Source: an optimization exercise on an open RTL-to-GDS flow (aim: small area). Production flows keep margins and buffers that such runs may drop. In this exercise RTL edits were held to simulation tests only and were not proved equivalent to the original. Power is estimated from default activity; no workload was simulated.

### flow/run.sh
#!/bin/bash
# Standard ORFS layout, with the smallest buffer on each port; clock tree synthesis adds no dummy balancing loads and builds the
# tree from the given clock buffers and sink clusters. Every step's full output stays in
# orfs/logs; the make output goes to flow_make.log.
set -euo pipefail
export BUFFER_PORTS_ARGS="-buffer_cell sky130_fd_sc_hd__buf_1"
export CTS_ARGS="-sink_clustering_enable -repair_clock_nets -dont_use_dummy_load -buf_list {sky130_fd_sc_hd__clkbuf_8} -sink_clustering_size 18 -sink_clustering_max_diameter 50"
bash standard.sh > flow_make.log 2>&1
### standard.sh
#!/bin/bash
# synth_recipe.tcl (not shown) runs the flow's synth.tcl, then flattens the netlist and writes it again
# the make line also repeats each setting of config.mk as NAME=value (left out here)
make -C /OpenROAD-flow-scripts/flow DESIGN_CONFIG=/design/flow/config.mk WORK_HOME=/design/flow/orfs CLKGATE_MAP_FILE= SYNTH_SCRIPT=/design/flow/synth_recipe.tcl "${@:-finish}"
### config.mk
export PLATFORM = sky130hd
export DESIGN_NAME = matrix_column_loader
export DESIGN_NICKNAME = matrix_column_loader
export VERILOG_FILES = /design/flow/design.v
export SDC_FILE = /design/flow/constraint.sdc
export NUM_CORES = 4
export LEC_CHECK = 0
export CAP_MARGIN = 20
export CORE_MARGIN = 2
export CORE_UTILIZATION = 30
export SLEW_MARGIN = 20
export SYNTH_HIERARCHICAL = 1
### constraint.sdc
create_clock -name core_clock -period 10.0 [get_ports {clk_i}]
set_input_delay 2.0000 -clock core_clock [delete_from_list [all_inputs] [get_ports {clk_i}]]
set_output_delay 2.0000 -clock core_clock [all_outputs]
set_load 0.01 [all_outputs]
### design.v
module matrix_column_loader #(
   parameter int          COLS       = 32,
   parameter int          MSG_LEN    = 64,
   parameter int unsigned SCROLL_DIV = 200,
   parameter int          SETUP_CYC  = 2,
   parameter int          HOLD_CYC   = 2
) (
   input  logic                  clk_i,
   input  logic                  rst_i,
   input  logic                  msg_we,
   input  logic [5:0]            msg_addr,
   input  logic [15:0]           msg_data,
   input  logic                  enable,
   output logic [4:0]            column_id,
   output logic [15:0]           in_column,
   output logic                  load,
   output logic                  busy,
   output logic                  frame_done,
   output logic [5:0]            offset
);
   localparam int DW = 16;
   localparam int NR = 64;
   logic [5:0]    q;
   logic [2:0]    r;
   logic          act;         
   logic          had;         
   logic [5:0]    offset_q;
   logic [DW-1:0] in_col_q;
   logic [DW-1:0] pf;          
   logic [5:0]    ph;          
   logic          run;         
   logic          ldc;
   logic [5:0]    ent;         
   logic [5:0]    ent_row;     
   logic [5:0]    wr_row;      
   logic          snoop;
   logic          refresh;
   logic [17:0]   pf_sel;
   logic [DW-1:0] pf_d;
   logic [DW-1:0] ring [NR];
   logic [NR-1:0] sel, nsel;
   logic [DW-1:0] wdata_e, wdata_o;
   logic [5:0]    ph_next;
   logic [7:0]    wr_lo, wr_hi;
   assign ldc     = act && (r == 3'd4) && (q == 6'd63 || q < 6'd31);
   assign ent     = offset_q + q + 6'd1;
   assign ent_row = ent + ph;
   assign wr_row  = msg_addr + ph_next;
   assign snoop   = msg_we && (msg_addr == ent);
   always_ff @(posedge clk_i or posedge rst_i) begin
      if (rst_i) begin
         q        <= 6'd63;
         r        <= 3'd4;
         act      <= 1'b0;
         had      <= 1'b0;
         offset_q <= '0;
         in_col_q <= '0;
         ph       <= '0;
         run      <= 1'b0;
      end else begin
         ph  <= ph_next;
         run <= 1'b1;
         if (r == 3'd4) begin
            r <= 3'd0;
            q <= (q == 6'd38) ? 6'd63 : q + 6'd1;
         end else begin
            r <= r + 3'd1;
         end
         if (q == 6'd63 && r == 3'd3) act <= enable;
         if (ldc) begin
            in_col_q <= pf;
            had      <= 1'b1;
         end
         if (act && q == 6'd32 && r == 3'd0) offset_q <= offset_q + 6'd1;
      end
   end
   assign refresh = (ent_row[1:0] == 2'd0);
   assign pf_sel[17] = snoop;
   assign pf_sel[16] = ~snoop & ~refresh;
   for (genvar k = 0; k < 16; k++) begin : g_tap_sel
      assign pf_sel[k] = ~snoop & refresh & (ent_row[5:2] == 4'(k));
   end
   for (genvar b = 0; b < DW; b++) begin : g_pf
      logic [17:0] term;
      logic [5:0]  grp_n;
      for (genvar k = 0; k < 16; k++) begin : g_term
         assign term[k] = ring[4*k][b];
      end
      assign term[16] = pf[b];
      assign term[17] = msg_data[b];
      for (genvar g = 0; g < 6; g++) begin : g_grp
         mcl_aoi222 u_aoi (
            .a0(term[3*g]), .s0(pf_sel[3*g]), .a1(term[3*g+1]), .s1(pf_sel[3*g+1]),
            .a2(term[3*g+2]), .s2(pf_sel[3*g+2]), .y(grp_n[g])
         );
      end
      mcl_nand6 u_or (.a(grp_n), .y(pf_d[b]));
   end
   always_ff @(posedge clk_i) pf <= pf_d;
   assign ph_next = run ? ph + 6'd1 : {4'd0, ~msg_addr[0], msg_addr[0]};
   assign wdata_o = msg_data & {DW{run}};
   assign wdata_e = ~msg_data;
   for (genvar i = 0; i < 8; i++) begin : g_predec
      assign wr_lo[i] = msg_we && (wr_row[2:0] == 3'(i));
      assign wr_hi[i] = (wr_row[5:3] == 3'(i));
   end
   generate
      for (genvar j = 0; j < NR; j++) begin : g_row
         mcl_rdec #(.ODD(j % 2)) u_dec (
            .pa(wr_lo[j % 8]), .pb(wr_hi[j / 8]), .run(run), .sel(sel[j]), .nsel(nsel[j])
         );
         if (j % 2 == 0) begin : g_even
            mcl_row u_row (
               .clk_i(clk_i), .sel(sel[j]), .nsel(nsel[j]), .w(wdata_e),
               .prev(ring[(j+NR-1)%NR]), .q(ring[j])
            );
         end else begin : g_odd
            mcl_row u_row (
               .clk_i(clk_i), .sel(sel[j]), .nsel(nsel[j]), .w(wdata_o),
               .prev(ring[j-1]), .q(ring[j])
            );
         end
      end
   endgenerate
   assign busy       = act && (q < 6'd32 || (q == 6'd32 && r == 3'd0));
   assign load       = act && q < 6'd32 && (r == 3'd2 || r == 3'd3);
   assign frame_done = act && q == 6'd32 && r == 3'd0;
   assign column_id  = (act && q < 6'd32) ? q[4:0] : {5{had}};
   assign in_column  = in_col_q;
   assign offset     = offset_q;
endmodule
module mcl_row (
   input  logic        clk_i,
   input  logic        sel,
   input  logic        nsel,
   input  logic [15:0] w,
   input  logic [15:0] prev,
   output logic [15:0] q
);
   for (genvar b = 0; b < 16; b++) begin : g_bit
      mcl_bit u_bit (
         .clk_i(clk_i), .sel(sel), .nsel(nsel), .w(w[b]), .prev(prev[b]), .q(q[b])
      );
   end
endmodule
module mcl_bit (
   input  logic clk_i,
   input  logic sel,
   input  logic nsel,
   input  logic w,
   input  logic prev,
   output logic q
);
   always_ff @(posedge clk_i) q <= ~((w | nsel) & (prev | sel));
endmodule
module mcl_aoi222 (
   input  logic a0, s0, a1, s1, a2, s2,
   output logic y
);
   assign y = ~((a0 & s0) | (a1 & s1) | (a2 & s2));
endmodule
module mcl_nand6 (
   input  logic [5:0] a,
   output logic       y
);
   assign y = ~(&a);
endmodule
module mcl_rdec #(
   parameter bit ODD = 1'b0
) (
   input  logic pa,
   input  logic pb,
   input  logic run,
   output logic sel,
   output logic nsel
);
   logic ws_n;
   mcl_nand2 u_ws (.a(pa), .b(pb), .y(ws_n));
   if (!ODD) begin : g_even
      assign nsel = ws_n;
      mcl_nand2 u_sel (.a(ws_n), .b(run), .y(sel));
   end else begin : g_odd
      mcl_nand2 u_sel (.a(ws_n), .b(run), .y(sel));
      mcl_inv u_nsel (.a(sel), .y(nsel));
   end
endmodule
module mcl_nand2 (
   input  logic a,
   input  logic b,
   output logic y
);
   assign y = ~(a & b);
endmodule
module mcl_inv (
   input  logic a,
   output logic y
);
   assign y = ~a;
endmodule
==> run notes, run 1 <==
area of the multi-input gates = 0.009886 mm^2
clock root buffer = clkbuf_8
PwrDens = 220.5 mW/mm^2
antenna violations before repair = 8
Mean Syn Cell Area = 11.99 um^2
Worst Path Required = 10.52 ns
status = finished clean
RR Endpoint = pf[8]
Finished Layout Cells = 4,243
Clock Tree Buf Depth = 3
first-pass GRT wire length = 160,900 um
sequential area share after synthesis = 68.44%
final RePlAce weighted congestion = 0.9273
hold buffers post-CTS = 0
flop2flop setup slack = 4.57 ns
Worst VDD drop = 0.0001090 V
CTS tree = done
core box area = 0.1054 mm^2
largest net degree at the start of global routing = 54
Rows = 119
Total GRT Usage = 19.77%
fin crit share = 57.02%
final setup TNS = 0 ns
Filler Cell Count = 10,616
Final Hold Viols = 0
DR iter-0 viols = 3,203
flops & latches, synth = 1,080
Die Span Y = 330.1 um
crit end category = flop
R2R cell count = 15
H-Tree Depth = 3
FFs w/ async S/R, synth = 3.704%
post-CTS sizing = 0
worst hold stages = 1
Worst-Skew Late Latency = 0.77 ns
wire per inst = 26.20 um
maximum clock rate = 0.1754 GHz
postcts setup bufs = 0
share of cells above drive strength 1 = 7.022%
die area = 0.1090 mm^2
synthesized instance count = 2,661
Post-synth EDFFs = 0
most used flip-flop cell after synthesis = dfxtp_1
Hold Crit Start = g_row[37].g_odd.u_row.g_bit[4].u_bit.q
unrepaired setup endpoints after global routing = false
max cap viols = 0
hold_ws = 0.3347 ns
min Tclk post-route = 5.702 ns
drt drc = 0
vias post-DR = 25,006
kind of critical path = primary input to flop
synth unique cells = 38
final setup margin = 4.298 ns
leakage = 13.20 nW
Metal-1 WL = 49,250 um
ANT nets after route = 0
first drt pass iteration count = 27
actual slew at the worst max-slew pin = 1.270 ns
metal3 WL = 12,820 um
Critical Path Max Stage Delay = 0.85 ns
Slowest-stage cell, CP = nor3_2
DPL Wire Length = 70,560 um
post-synth top area cell = dfxtp_1
CP cell instances = buf_1 > nor2_1 > a21o_1 > ha_1 > a21o_1 > a21oi_1 > o21bai_1 > a21oi_1 > xor2_1 > nor3_2 > nand2_1 > nand2_1 > o22ai_1
Top Layer Used = met5
register area = 0.02183 mm^2
most area-consuming cells after synthesis = dfxtp_1, o22ai_1, a222oi_1
CTS Sinks = 1,080
Total Wirelength = 111,200 um
Hold Crit Endpoint = g_row[38].g_even.u_row.g_bit[4].u_bit.q
critical path depth = 13
Placed Cells = 4,148
most common cell after layout, fill and taps aside = dfxtp_1
Hold Path Class = flop to flop
Setup crit start kind = primary input
Slew Limit Fails = 0
final net count = 2,902
vias per cell = 5.893
metal2 WL = 45,000 um
GR Overflow Total = 0
DIE WIDTH = 330.1 um
Synth Net Count = 2,713
vias in the first global route = 23,591
crit path DAT = 6.23 ns
Worst Path Buf+Inv = 1
commonest non-fill, non-tap cells in the layout = dfxtp_1, o22ai_1, nand2_1
Rel. slew slack = 15.33%
area delta synth->final = 11.31%
final setup fails = 0
mapped cell area = 0.03190 mm^2
top cell type's share of synthesized area = 65.27%
CP top delay family = simple AND/OR/NAND/NOR gates
pre-CTS worst setup slack = 3.797 ns
clock-pin transition on the worst setup and hold timing paths = 0.09 ns
Port Buffer Count = 55
worst reg2reg startpoint = q[0]
Worst Path Max Fanout = 17
synth warn = 9
Clock Skew = 0.1812 ns
total CTS buffers = 89
Initial Util = 30.26%
number of I/O pins = 56
-- cells by family after synthesis --
group	share of synthesized area, %
DFF	68.44
and+or+nand+nor	3.919
other	0.01176
adders and majority gates	1.090
AOI/OAI and AO/OA	23.80
buffers and inverters	0.8551
muxes	0.7610
xor gates and xnor gates	1.126
-- sequential cells by signal, summed over array words and instances, names as in the netlist, 3 cells and up --
| name | cells |
|---|---|
| g_row.g_even.u_row.g_bit.u_bit.q | 512 |
| g_row.g_odd.u_row.g_bit.u_bit.q | 512 |
| in_col_q | 16 |
| offset_q | 6 |
| pf | 16 |
| ph | 6 |
| q | 6 |
| r | 3 |
-- worst max-delay path by stage --
stage	slack, ns	from	endpoint
after global placement	3.80	msg_addr[0]	g_row[54].g_even.u_row.g_bit[6].u_bit.q
after detailed placement	3.80	msg_addr[0]	g_row[6].g_even.u_row.g_bit[0].u_bit.q
after global routing	4.16	msg_addr[0]	g_row[54].g_even.u_row.g_bit[2].u_bit.q
final	4.30	msg_addr[0]	g_row[6].g_even.u_row.g_bit[11].u_bit.q
after floorplan	5.05	msg_addr[0]	g_row[32].g_even.u_row.g_bit[0].u_bit.q
after CTS	4.51	msg_addr[0]	g_row[6].g_even.u_row.g_bit[11].u_bit.q
-- power by group --
group	switching, mW	internal (mW)
Clock	1.34	0.794
Sequential	0.225	4.71
Combinational	0.514	0.243
Total	2.08	5.75
-- per-stage QoR --
stage,total power [mW],cell area (um^2),util (%)
after global placement,5.740,34210,32.45
after global routing,8.075,35500,33.68
after detailed placement,5.748,34240,32.48
final,7.828,35510,33.68
after floorplan,5.372,31900,-
after CTS,7.809,35470,33.64
-- layout make-up --
type                    count  share of cell area, %
diodes                      4                0.02819
clock buffers              89                  3.450
inverters                  64                 0.6766
multi-input cells        1511                  27.84
flip-flops and latches   1080                  61.49
well taps                1391                  4.902
repair buffers            104                  1.610
-- modules after synthesis, one instance, submodules excluded, excerpt --
module / times used / area (um^2)
matrix_column_loader: 1 / 3211
mcl_bit: 1024 / 26.28
mcl_nand6: 16 / 13.76
mcl_aoi222: 96 / 10.01
mcl_inv: 32 / 3.754
mcl_nand2: 128 / 3.754
-- Yosys cell counts, drive strengths merged (4+ instances only) --
library cell	count
mux2i	4
dfrtp	33
dfxtp	1040
nor3	24
dfstp	7
nand2	150
o22ai	1024
inv	64
and2	20
nor2	19
nand4	4
nand3	25
a21o	11
nand2b	4
xnor2	23
and4	16
xor2	18
ha	23
mux2	18
a21oi	11
a222oi	96
-- worst register-to-register path, delay by kind of cell (launching register included) --
kind	cells	cell delay, ns
compound gates	3	1.54
xor+xnor	1	0.21
simple gates	4	0.75
mux	1	0.62
fa+ha+maj	3	1.23
buf+inv	3	0.41
flops	1	0.56
-- metal layers --
metal | up-vias | global-route usage [%]
met5 | - | 0
met4 | 8 | 7.279
met3 | 260 | 6.107
met2 | 1409 | 27.91
met1 | 12280 | 28.13
li1 | 11049 | -
==> run 2, diff against run 1 <==
--- a/config.mk
+++ b/config.mk
@@ -9,3 +9,4 @@
 export CORE_MARGIN = 2
-export CORE_UTILIZATION = 30
+export CORE_UTILIZATION = 40
+export PLACE_DENSITY = 0.8
 export SLEW_MARGIN = 20
==> run notes, run 2 <==
count leader, synth = dfxtp_1
Critical Path Max Stage Delay = 0.68 ns
final setup TNS = 0 ns
Total Wirelength = 103,200 um
CTS Sinks = 1,080
GR Overflow Total = 0
status = finished clean
Setup crit start kind = primary input
wire per inst = 26.55 um
synthesized instance count = 2,661
main combinational cell family by area after synthesis = compound AO/OA/AOI/OAI gates
ANT nets after route = 0
first drt pass iteration count = 20
Synth Area in Compound Gates = 23.80%
DPL Wire Length = 65,510 um
Worst Path Max Fanout = 17
Slew Limit Fails = 0
number of I/O pins = 56
Clock Skew = 0.1408 ns
clock root buffer = clkbuf_8
H-Tree Depth = 3
mapped cell area = 0.03190 mm^2
Initial Util = 40.38%
Final Hold Viols = 0
Rel. slew slack = 19.21%
final RePlAce weighted congestion = 1.053
synth warn = 9
kind of critical path = primary input to flop
CP top delay family = simple AND/OR/NAND/NOR gates
CTS tree = done
drt drc = 0
Combinational Power Share = 9.8%
most common cell after layout, fill and taps aside = dfxtp_1
actual slew at the worst max-slew pin = 1.212 ns
Switching Share = 26.23%
xor-xnor portion of the synthesized cell area = 1.126%
Filler Cell Count = 7,146
FFs w/ async S/R, synth = 3.704%
final setup margin = 4.312 ns
mux cell area share after synthesis = 0.7610%
antenna violations before repair = 8
first-pass GRT wire length = 151,800 um
Clock Tree Buf Depth = 3
flops & latches, synth = 1,080
unrepaired setup endpoints after global routing = false
Synth Net Count = 2,713
share of cells above drive strength 1 = 6.210%
Total GRT Usage = 24.17%
postcts setup bufs = 0
Mean Syn Cell Area = 11.99 um^2
vias per cell = 6.673
clock-pin transition on the worst setup and hold timing paths = 0.10 ns
max cap viols = 0
post-synth top area cell = dfxtp_1
commonest non-fill, non-tap cells in the layout = dfxtp_1, o22ai_1, nand2_1
most frequent cells after synthesis = dfxtp_1, o22ai_1, nand2_1, a222oi_1, inv_1
most area-consuming cells after synthesis = dfxtp_1, o22ai_1, a222oi_1
DR iter-0 viols = 4,438
DIE WIDTH = 286.4 um
hold buffers post-CTS = 0
maximum clock rate = 0.1758 GHz
Post-synth EDFFs = 0
Sequential Power Share = 64.0%
Worst Path Buf+Inv = 3
Clk pwr share = 26.3%
Regs by FF count = g_row.g_even.u_row.g_bit.u_bit.q x512, g_row.g_odd.u_row.g_bit.u_bit.q x512
vias post-DR = 25,930
Post-Synth Simple-Gate Area = 3.919%
final setup fails = 0
area delta synth->final = 9.375%
pre-CTS worst setup slack = 3.875 ns
synth unique cells = 38
total net switching power = 2.021 mW
Rows = 103
post-CTS sizing = 0
crit path DAT = 6.28 ns
crit end category = flop
total CTS buffers = 81
Die Span Y = 286.4 um
Slowest-stage cell, CP = nor2_1
top cell type's share of synthesized area = 65.27%
Power Internal = 5.683 mW
final net count = 2,888
largest net degree at the start of global routing = 49
Port Buffer Count = 55
sequential area share after synthesis = 68.44%
Worst VDD drop = 0.0001465 V
die area = 0.08202 mm^2
Post-Synth Adder-Cell Area = 1.090%
CP cell instances = buf_1 > nor2_1 > a21oi_1 > ha_1 > inv_1 > fa_1 > inv_1 > a21o_1 > a21oi_1 > xnor2_1 > nand2b_1 > nor2_1 > nand2_1 > nand2_1 > o22ai_1
min Tclk post-route = 5.688 ns
Hold Path Class = flop to flop
core box area = 0.07900 mm^2
PwrDens = 220.8 mW/mm^2
Worst-Skew Late Latency = 0.73 ns
Worst Path Required = 10.59 ns
vias in the first global route = 24,114
most used flip-flop cell after synthesis = dfxtp_1
fin crit share = 56.88%
leakage = 13.17 nW
run 2: cells by family after synthesis:
group                      count (synthesis)
AOI/OAI and AO/OA                       1151
DFF                                     1080
and+or+nand+nor                          270
buffers and inverters                     70
xor gates and xnor gates                  41
adders and majority gates                 26
muxes                                     22
other                                      1
run 2: final cells by class:
class	instances	area (um^2)	share of cell area, %
diodes	2	5.005	0.01435
clock buffers	81	1115	3.195
inverters	64	240.2	0.6886
multi-input cells	1511	9852	28.24
flip-flops and latches	1080	21830	62.58
well taps	1050	1314	3.766
repair buffers	98	529.3	1.517
run 2: path summary, 6_finish.rpt:
kind	slack (ns)	cells after the start	startpoint	endpoint
min	0.31	1	g_row[19].g_odd.u_row.g_bit[3].u_bit.q	g_row[20].g_even.u_row.g_bit[3].u_bit.q
min in group asynchronous	1.49	2	rst_i	in_col_q[7]
min reg2reg	0.31	1	g_row[19].g_odd.u_row.g_bit[3].u_bit.q	g_row[20].g_even.u_row.g_bit[3].u_bit.q
max in group asynchronous	7.67	2	rst_i	run
max	4.31	15	msg_addr[0]	g_row[52].g_even.u_row.g_bit[6].u_bit.q
max reg2reg	4.88	15	q[0]	pf[11]
run 2: through the flow:
step / hold WS, ns / area [um^2] / power [mW] / util [%] / instances
global route: 0.3496 / 34890 / 7.920 / 44.16 / 3885
finish: 0.3130 / 34890 / 7.704 / 44.16 / 3886
CTS: 0.3277 / 34880 / 7.654 / 44.16 / 3884
detailed placement: 0.3942 / 33770 / 5.721 / 42.75 / 3803
floorplan: 0.3881 / 31900 / 5.372 / - / 2661
global placement: 0.3890 / 33770 / 5.692 / 42.75 / 3803
run 2: worst register-to-register path: stages, from the launching register on:
cell      delay (ns)
dfstp_2         0.55
inv_1           0.10
ha_1            0.21
inv_1           0.07
fa_1            0.48
fa_1            0.49
a21o_1          0.18
a21oi_1         0.25
xor2_1          0.22
nor2_1          0.10
mux2i_1         0.57
nor3_1          0.17
buf_4           0.26
a222oi_1        0.92
and4_1          0.36
nand3_1         0.13
run 2: power by group through the flow:
stage	clock [mW]	sequential, mW	combinational (mW)
3_5_place_dp	0	5.01	0.713
6_report	2.02	4.93	0.753
2_1_floorplan	0	4.91	0.461
3_3_place_gp	0	5.00	0.688
4_1_cts	2.02	4.91	0.716
5_1_grt	2.18	4.95	0.787
run 2: metal layers:
metal  vias up  global-route usage [%]  part of all wire, %
li1      11018                       -                    -
met1     12574                   33.09                   39
met2      1910                   34.46                   41
met3       420                   8.275                   15
met4         8                   10.65                  5.2
met5         -                       0                0.081
run 2: per-module statistics from Yosys, one instance, submodules excluded, a selection:
module / cells / cell area, um^2 / times used / flip-flops and latches
matrix_column_loader: 325 / 3211 / 1 / 56
mcl_aoi222: 1 / 10.01 / 96 / 0
mcl_bit: 2 / 26.28 / 1024 / 1
mcl_inv: 1 / 3.754 / 32 / 0
mcl_nand2: 1 / 3.754 / 128 / 0
mcl_nand6: 2 / 13.76 / 16 / 0
==> run 3, diff against run 2 <==
--- a/config.mk
+++ b/config.mk
@@ -7,3 +7,3 @@
 export LEC_CHECK = 0
-export CAP_MARGIN = 20
+export CAP_MARGIN = 10
 export CORE_MARGIN = 2
@@ -11,3 +11,3 @@
 export PLACE_DENSITY = 0.8
-export SLEW_MARGIN = 20
+export SLEW_MARGIN = 10
 export SYNTH_HIERARCHICAL = 1
==> run notes, run 3 <==
antenna violations before repair = 8
Finished Layout Cells = 3,886
commonest non-fill, non-tap cells in the layout = dfxtp_1, o22ai_1, nand2_1
GR Overflow Total = 0
final setup fails = 0
Hold Path Class = flop to flop
actual slew at the worst max-slew pin = 1.212 ns
Finished Core Util = 44.16%
Worst Setup SP = msg_addr[0]
most frequent cells after synthesis = dfxtp_1, o22ai_1, nand2_1, a222oi_1, inv_1
worst reg2reg startpoint = q[0]
Sequential Power Share = 64.0%
pre-CTS worst setup slack = 3.875 ns
total CTS buffers = 81
vias in the first global route = 24,114
Worst-Skew Late Latency = 0.73 ns
DPL Wire Length = 65,510 um
RR Endpoint = pf[11]
largest net degree at the start of global routing = 49
FFs w/ async S/R, synth = 3.704%
Die Span Y = 286.4 um
Mean Syn Cell Area = 11.99 um^2
ANT nets after route = 0
Combinational Power Share = 9.8%
fin crit share = 56.88%
Regs by FF count = g_row.g_even.u_row.g_bit.u_bit.q x512, g_row.g_odd.u_row.g_bit.u_bit.q x512
CTS Sinks = 1,080
synthesized instance count = 2,661
area delta synth->final = 9.375%
Worst Path Max Fanout = 17
max cap viols = 0
Clock Tree Buf Depth = 3
critical path depth = 15
Slew Limit Fails = 0
core box area = 0.07900 mm^2
post-CTS sizing = 0
final setup margin = 4.312 ns
first-pass GRT wire length = 151,800 um
mapped cell area = 0.03190 mm^2
leakage = 13.17 nW
crit path DAT = 6.28 ns
CTS tree = done
flop2flop setup slack = 4.88 ns
Rows = 103
clock root buffer = clkbuf_8
top cell type's share of synthesized area = 65.27%
total net switching power = 2.021 mW
Initial Util = 40.38%
count leader, synth = dfxtp_1
first drt pass iteration count = 20
vias per cell = 6.673
R2R cell count = 15
drt drc = 0
die area = 0.08202 mm^2
vias post-DR = 25,930
share of cells above drive strength 1 = 6.210%
maximum clock rate = 0.1758 GHz
post-synth top area cell = dfxtp_1
Total Wirelength = 103,200 um
number of I/O pins = 56
postcts setup bufs = 0
most used flip-flop cell after synthesis = dfxtp_1
Slowest-stage cell, CP = nor2_1
crit end category = flop
hold buffers post-CTS = 0
Switching Share = 26.23%
CP top delay family = simple AND/OR/NAND/NOR gates
final net count = 2,888
H-Tree Depth = 3
Critical Path Max Stage Delay = 0.68 ns
crit path to = g_row[52].g_even.u_row.g_bit[6].u_bit.q
Setup crit start kind = primary input
Rel. slew slack = 19.21%
wire per inst = 26.55 um
status = finished clean
Worst Path Buf+Inv = 3
Final Hold Viols = 0
min Tclk post-route = 5.688 ns
hold_ws = 0.3130 ns
Port Buffer Count = 55
most area-consuming cells after synthesis = dfxtp_1, o22ai_1, a222oi_1
synth warn = 9
clock-pin transition on the worst setup and hold timing paths = 0.10 ns
Clk pwr share = 26.3%
Worst Path Required = 10.59 ns
sequential area share after synthesis = 68.44%
Power Internal = 5.683 mW
Placed Cells = 3,803
unrepaired setup endpoints after global routing = false
CP cell instances = buf_1 > nor2_1 > a21oi_1 > ha_1 > inv_1 > fa_1 > inv_1 > a21o_1 > a21oi_1 > xnor2_1 > nand2b_1 > nor2_1 > nand2_1 > nand2_1 > o22ai_1
final RePlAce weighted congestion = 1.053
Clock Skew = 0.1408 ns
flops & latches, synth = 1,080
DIE WIDTH = 286.4 um
Worst VDD drop = 0.0001465 V
PwrDens = 220.8 mW/mm^2
final setup TNS = 0 ns
Total GRT Usage = 24.17%
synth unique cells = 38
DR iter-0 viols = 4,438
kind of critical path = primary input to flop
Synth Net Count = 2,713
most common cell after layout, fill and taps aside = dfxtp_1
Post-synth EDFFs = 0
==> run 3: cell counts after synthesis <==
No cell type changed its count.
==> run 3: worst min-delay path by stage <==
stage / startpoint / endpoint / cells past startpoint
after floorplan: g_row[63].g_odd.u_row.g_bit[0].u_bit.q / g_row[0].g_even.u_row.g_bit[0].u_bit.q / 1
after global placement: g_row[15].g_odd.u_row.g_bit[11].u_bit.q / g_row[16].g_even.u_row.g_bit[11].u_bit.q / 1
after detailed placement: g_row[43].g_odd.u_row.g_bit[0].u_bit.q / g_row[44].g_even.u_row.g_bit[0].u_bit.q / 1
after CTS: g_row[19].g_odd.u_row.g_bit[3].u_bit.q / g_row[20].g_even.u_row.g_bit[3].u_bit.q / 1
after global routing: g_row[19].g_odd.u_row.g_bit[3].u_bit.q / g_row[20].g_even.u_row.g_bit[3].u_bit.q / 1
final: g_row[19].g_odd.u_row.g_bit[3].u_bit.q / g_row[20].g_even.u_row.g_bit[3].u_bit.q / 1
==> run 3: area by class of cell <==
type / count / area, um^2
Antenna cell: 2 / 5.005
Clock buffer: 81 / 1115
Fill cell: 7146 / 44110
Inverter: 64 / 240.2
Multi-Input combinational cell: 1511 / 9852
Sequential cell: 1080 / 21830
Tap cell: 1050 / 1314
Timing Repair Buffer: 98 / 529.3
==> run 3: metal layers <==
| layer | track usage [%] | wire length, um | vias up |
|---|---|---|---|
| met2 | 34.46 | 42070 | 1910 |
| met4 | 10.65 | 5361 | 8 |
| met5 | 0 | 84 | - |
| met3 | 8.275 | 15100 | 420 |
| li1 | - | - | 11018 |
| met1 | 33.09 | 40560 | 12574 |
==> run 3: kinds of logic (layout without fill, tap and decap cells) <==
kind of cell / after synthesis / in the layout / share of synthesized area [%]
buffers and inverters: 70 / 243 / 0.8551
flip-flops: 1080 / 1080 / 68.44
other: 1 / 3 / 0.01176
XOR/XNOR: 41 / 41 / 1.126
AND/OR/NAND/NOR: 270 / 270 / 3.919
multiplexers: 22 / 22 / 0.7610
adder cells (fa/ha/maj): 26 / 26 / 1.090
AO/OA/AOI/OAI: 1151 / 1151 / 23.80
==> run 3: per-stage QoR <==
step | power [mW] | instance area, um^2
floorplan | 5.372 | 31900
global placement | 5.692 | 33770
detailed placement | 5.721 | 33770
CTS | 7.654 | 34880
global route | 7.920 | 34890
finish | 7.704 | 34890
==> run 3: power by group through the flow <==
stage / logic [mW] / clock network [mW] / registers, mW
global placement: 0.688 / 0 / 5.00
CTS: 0.716 / 2.02 / 4.91
floorplan: 0.461 / 0 / 4.91
global route: 0.787 / 2.18 / 4.95
finish: 0.753 / 2.02 / 4.93
detailed placement: 0.713 / 0 / 5.01
==> run 3: Yosys stat by module, one instance, submodules excluded, excerpt <==
module | cell area [um^2] | times used | flip-flops and latches
matrix_column_loader | 3211 | 1 | 56
mcl_bit | 26.28 | 1024 | 1
mcl_nand6 | 13.76 | 16 | 0
mcl_aoi222 | 10.01 | 96 | 0
mcl_inv | 3.754 | 32 | 0
mcl_nand2 | 3.754 | 128 | 0
==> run 3: worst register-to-register path, cell delays in order (launching register included) <==
cell and delay [ns]:
dfstp_2 0.55, inv_1 0.10, ha_1 0.21, inv_1 0.07, fa_1 0.48, fa_1 0.49, a21o_1 0.18, a21oi_1 0.25
xor2_1 0.22, nor2_1 0.10, mux2i_1 0.57, nor3_1 0.17, buf_4 0.26, a222oi_1 0.92, and4_1 0.36, nand3_1 0.13
==> run 4, diff against run 3 <==
--- a/config.mk
+++ b/config.mk
@@ -7,7 +7,7 @@
 export LEC_CHECK = 0
-export CAP_MARGIN = 10
+export CAP_MARGIN = 20
 export CORE_MARGIN = 2
-export CORE_UTILIZATION = 40
-export PLACE_DENSITY = 0.8
-export SLEW_MARGIN = 10
+export CORE_UTILIZATION = 50
+export PLACE_DENSITY = 0.85
+export SLEW_MARGIN = 20
 export SYNTH_HIERARCHICAL = 1
==> run notes, run 4 <==
status = finished clean
die area = 0.06583 mm^2
first-pass GRT wire length = 152,000 um
mux cell area share after synthesis = 0.7610%
Worst Path Required = 10.58 ns
PwrDens = 222.9 mW/mm^2
postcts setup bufs = 0
most area-consuming cells after synthesis = dfxtp_1, o22ai_1, a222oi_1
Slowest-stage cell, CP = nor2_1
Placed Cells = 3,606
sequential area share after synthesis = 68.44%
Initial Util = 50.57%
largest net degree at the start of global routing = 70
clock-pin transition on the worst setup and hold timing paths = 0.11 ns
vias in the first global route = 24,298
DPL Wire Length = 65,560 um
max cap viols = 0
Switching Share = 26.62%
Worst-Skew Late Latency = 0.73 ns
total net switching power = 2.056 mW
Synth Area in Compound Gates = 23.80%
Post-Synth Adder-Cell Area = 1.090%
unrepaired setup endpoints after global routing = false
post-CTS sizing = 0
Final Hold Viols = 0
core box area = 0.06308 mm^2
final net count = 2,893
clock root buffer = clkbuf_8
number of I/O pins = 56
CTS Sinks = 1,080
leakage = 13.19 nW
critical path depth = 15
crit end category = flop
fin crit share = 55.56%
Combinational Power Share = 10.1%
Post-synth EDFFs = 0
vias per cell = 7.055
drt drc = 0
commonest non-fill, non-tap cells in the layout = dfxtp_1, o22ai_1, nand2_1
final RePlAce weighted congestion = 0.9960
crit path DAT = 6.13 ns
final setup TNS = 0 ns
top cell type's share of synthesized area = 65.27%
kind of critical path = primary input to flop
count leader, synth = dfxtp_1
Sequential Power Share = 63.9%
Rel. slew slack = 20.88%
first drt pass iteration count = 14
synth warn = 9
Clk pwr share = 26.0%
Final Power = 7.725 mW
maximum clock rate = 0.1800 GHz
Rows = 92
Worst Path Buf+Inv = 3
Slew Limit Fails = 0
Critical Path Max Stage Delay = 0.67 ns
Total GRT Usage = 30.16%
most frequent cells after synthesis = dfxtp_1, o22ai_1, nand2_1, a222oi_1, inv_1
GR Overflow Total = 0
post-synth top area cell = dfxtp_1
Worst Path Max Fanout = 17
Total Wirelength = 103,600 um
Clock Tree Buf Depth = 3
min Tclk post-route = 5.556 ns
Regs by FF count = g_row.g_even.u_row.g_bit.u_bit.q x512, g_row.g_odd.u_row.g_bit.u_bit.q x512
xor-xnor portion of the synthesized cell area = 1.126%
most used flip-flop cell after synthesis = dfxtp_1
area delta synth->final = 8.649%
CP top delay family = simple AND/OR/NAND/NOR gates
Finished Layout Cells = 3,688
synthesized instance count = 2,661
CTS tree = done
Post-Synth Simple-Gate Area = 3.919%
main combinational cell family by area after synthesis = compound AO/OA/AOI/OAI gates
flops & latches, synth = 1,080
Clock Skew = 0.1130 ns
Worst VDD drop = 0.0001904 V
CP cell instances = buf_1 > nor2_1 > a21oi_1 > ha_1 > inv_1 > fa_1 > inv_1 > a21o_1 > a21oi_1 > xnor2_1 > nand2_1 > nor2_1 > nand2_1 > nand2_1 > o22ai_1
final setup fails = 0
R2R cell count = 15
Port Buffer Count = 55
H-Tree Depth = 3
actual slew at the worst max-slew pin = 1.187 ns
Mean Syn Cell Area = 11.99 um^2
total CTS buffers = 79
most used cell, CP = nand2_1
worst hold stages = 1
most common cell after layout, fill and taps aside = dfxtp_1
DIE WIDTH = 256.6 um
Power Internal = 5.669 mW
ANT nets after route = 0
Synth Net Count = 2,713
wire per inst = 28.08 um
vias post-DR = 26,018
Hold Path Class = flop to flop
hold buffers post-CTS = 0
FFs w/ async S/R, synth = 3.704%
Die Span Y = 256.6 um
mapped cell area = 0.03190 mm^2
share of cells above drive strength 1 = 6.340%
DR iter-0 viols = 4,195
synth unique cells = 38
Setup crit start kind = primary input
antenna violations before repair = 10
[run 4: cell counts after synthesis]
No cell type changed its count.
[run 4: cells by family (layout without fill, tap and decap cells)]
family	count (synthesis)	in the layout
XOR/XNOR	41	41
AO/OA/AOI/OAI	1151	1151
other	1	4
buffers and inverters	70	248
adder cells (fa/ha/maj)	26	26
AND/OR/NAND/NOR	270	270
flip-flops	1080	1080
multiplexers	22	22
[run 4: per-module statistics from Yosys, one instance, submodules excluded, a selection]
module                flops+latches  copies in the design
matrix_column_loader             56                     1
mcl_aoi222                        0                    96
mcl_bit                           1                  1024
mcl_inv                           0                    32
mcl_nand2                         0                   128
mcl_nand6                         0                    16
[run 4: path summary, 6_finish.rpt]
path	start	endpoint	slack, ns
min in group asynchronous	rst_i	in_col_q[11]	1.45
max in group asynchronous	rst_i	offset_q[2]	8.01
min reg2reg	g_row[33].g_odd.u_row.g_bit[14].u_bit.q	g_row[34].g_even.u_row.g_bit[14].u_bit.q	0.36
max	msg_addr[0]	g_row[60].g_even.u_row.g_bit[6].u_bit.q	4.44
min	g_row[33].g_odd.u_row.g_bit[14].u_bit.q	g_row[34].g_even.u_row.g_bit[14].u_bit.q	0.36
max reg2reg	q[0]	pf[14]	4.79
[run 4: per-layer routing]
metal | track usage, % | part of all wire (%) | vias to the layer above
li1 | - | - | 11021
met1 | 40.90 | 39 | 12498
met2 | 43.57 | 42 | 2049
met3 | 9.599 | 14 | 440
met4 | 14.55 | 5.3 | 10
met5 | 0 | 0.062 | -
[run 4: final cells by class]
class / instances / area, um^2
well taps: 846 / 1059
repair buffers: 105 / 581.8
multi-input cells: 1511 / 9848
flip-flops and latches: 1080 / 21830
clock buffers: 79 / 1087
fillers: 5234 / 28420
inverters: 64 / 240.2
diodes: 3 / 7.507
[run 4: power by group through the flow]
stage,Sequential [mW],Clock (mW),Combinational [mW]
after floorplan,4.91,0,0.461
after global placement,5.01,0,0.708
after detailed placement,5.02,0,0.731
after CTS,4.92,1.99,0.736
after global routing,4.96,2.15,0.805
final,4.94,2.01,0.777
[run 4: stage by stage]
| step | utilization [%] | worst slack (ns) | hold WS, ns | cell area (um^2) |
|---|---|---|---|---|
| floorplan | - | 5.051 | 0.3881 | 31900 |
| global placement | 53.20 | 4.109 | 0.3886 | 33560 |
| detailed placement | 53.20 | 3.967 | 0.3940 | 33560 |
| CTS | 54.93 | 4.715 | 0.3631 | 34650 |
| global route | 54.93 | 4.225 | 0.3768 | 34650 |
| finish | 54.94 | 4.444 | 0.3586 | 34660 |

afterwards: timing with drivers on the ports:
No port has a modelled driver above. Below, the same layouts with a new extraction and two added sets of constraints.
Step 1 sets driving cells, clkbuf_16 on the clock port and buf_2 on the other inputs (assumed; they add their load-dependent delay and slew).
Step 2 times the ports against the registers' clock, not the clock port: input delays grow and output delays shrink by t, the midpoint of the rising clock arrivals with the driver on.
a / b / c = no drivers / after step 1 / after step 2; a / b = the first two.
run	t (ns)	setup WS [ns]	worst setup path at the end	latest minus earliest clock arrival (ns)	cell pins on the clock port's net
run 1	0.746	4.298 / 4.306 / 3.561	input to register	0.181 / 0.181	1
run 2	0.730	4.312 / 4.330 / 3.601	input to register	0.149 / 0.149	1
run 3	0.730	4.312 / 4.330 / 3.601	input to register	0.149 / 0.149	1
run 4	0.734	4.444 / 4.457 / 3.723	input to register	0.123 / 0.122	1
After both steps setup and hold are still met in every run listed. For run 1, which loses most, drivers alone change the setup slack by +0.008 ns; drivers and shift together by -0.737 ns.
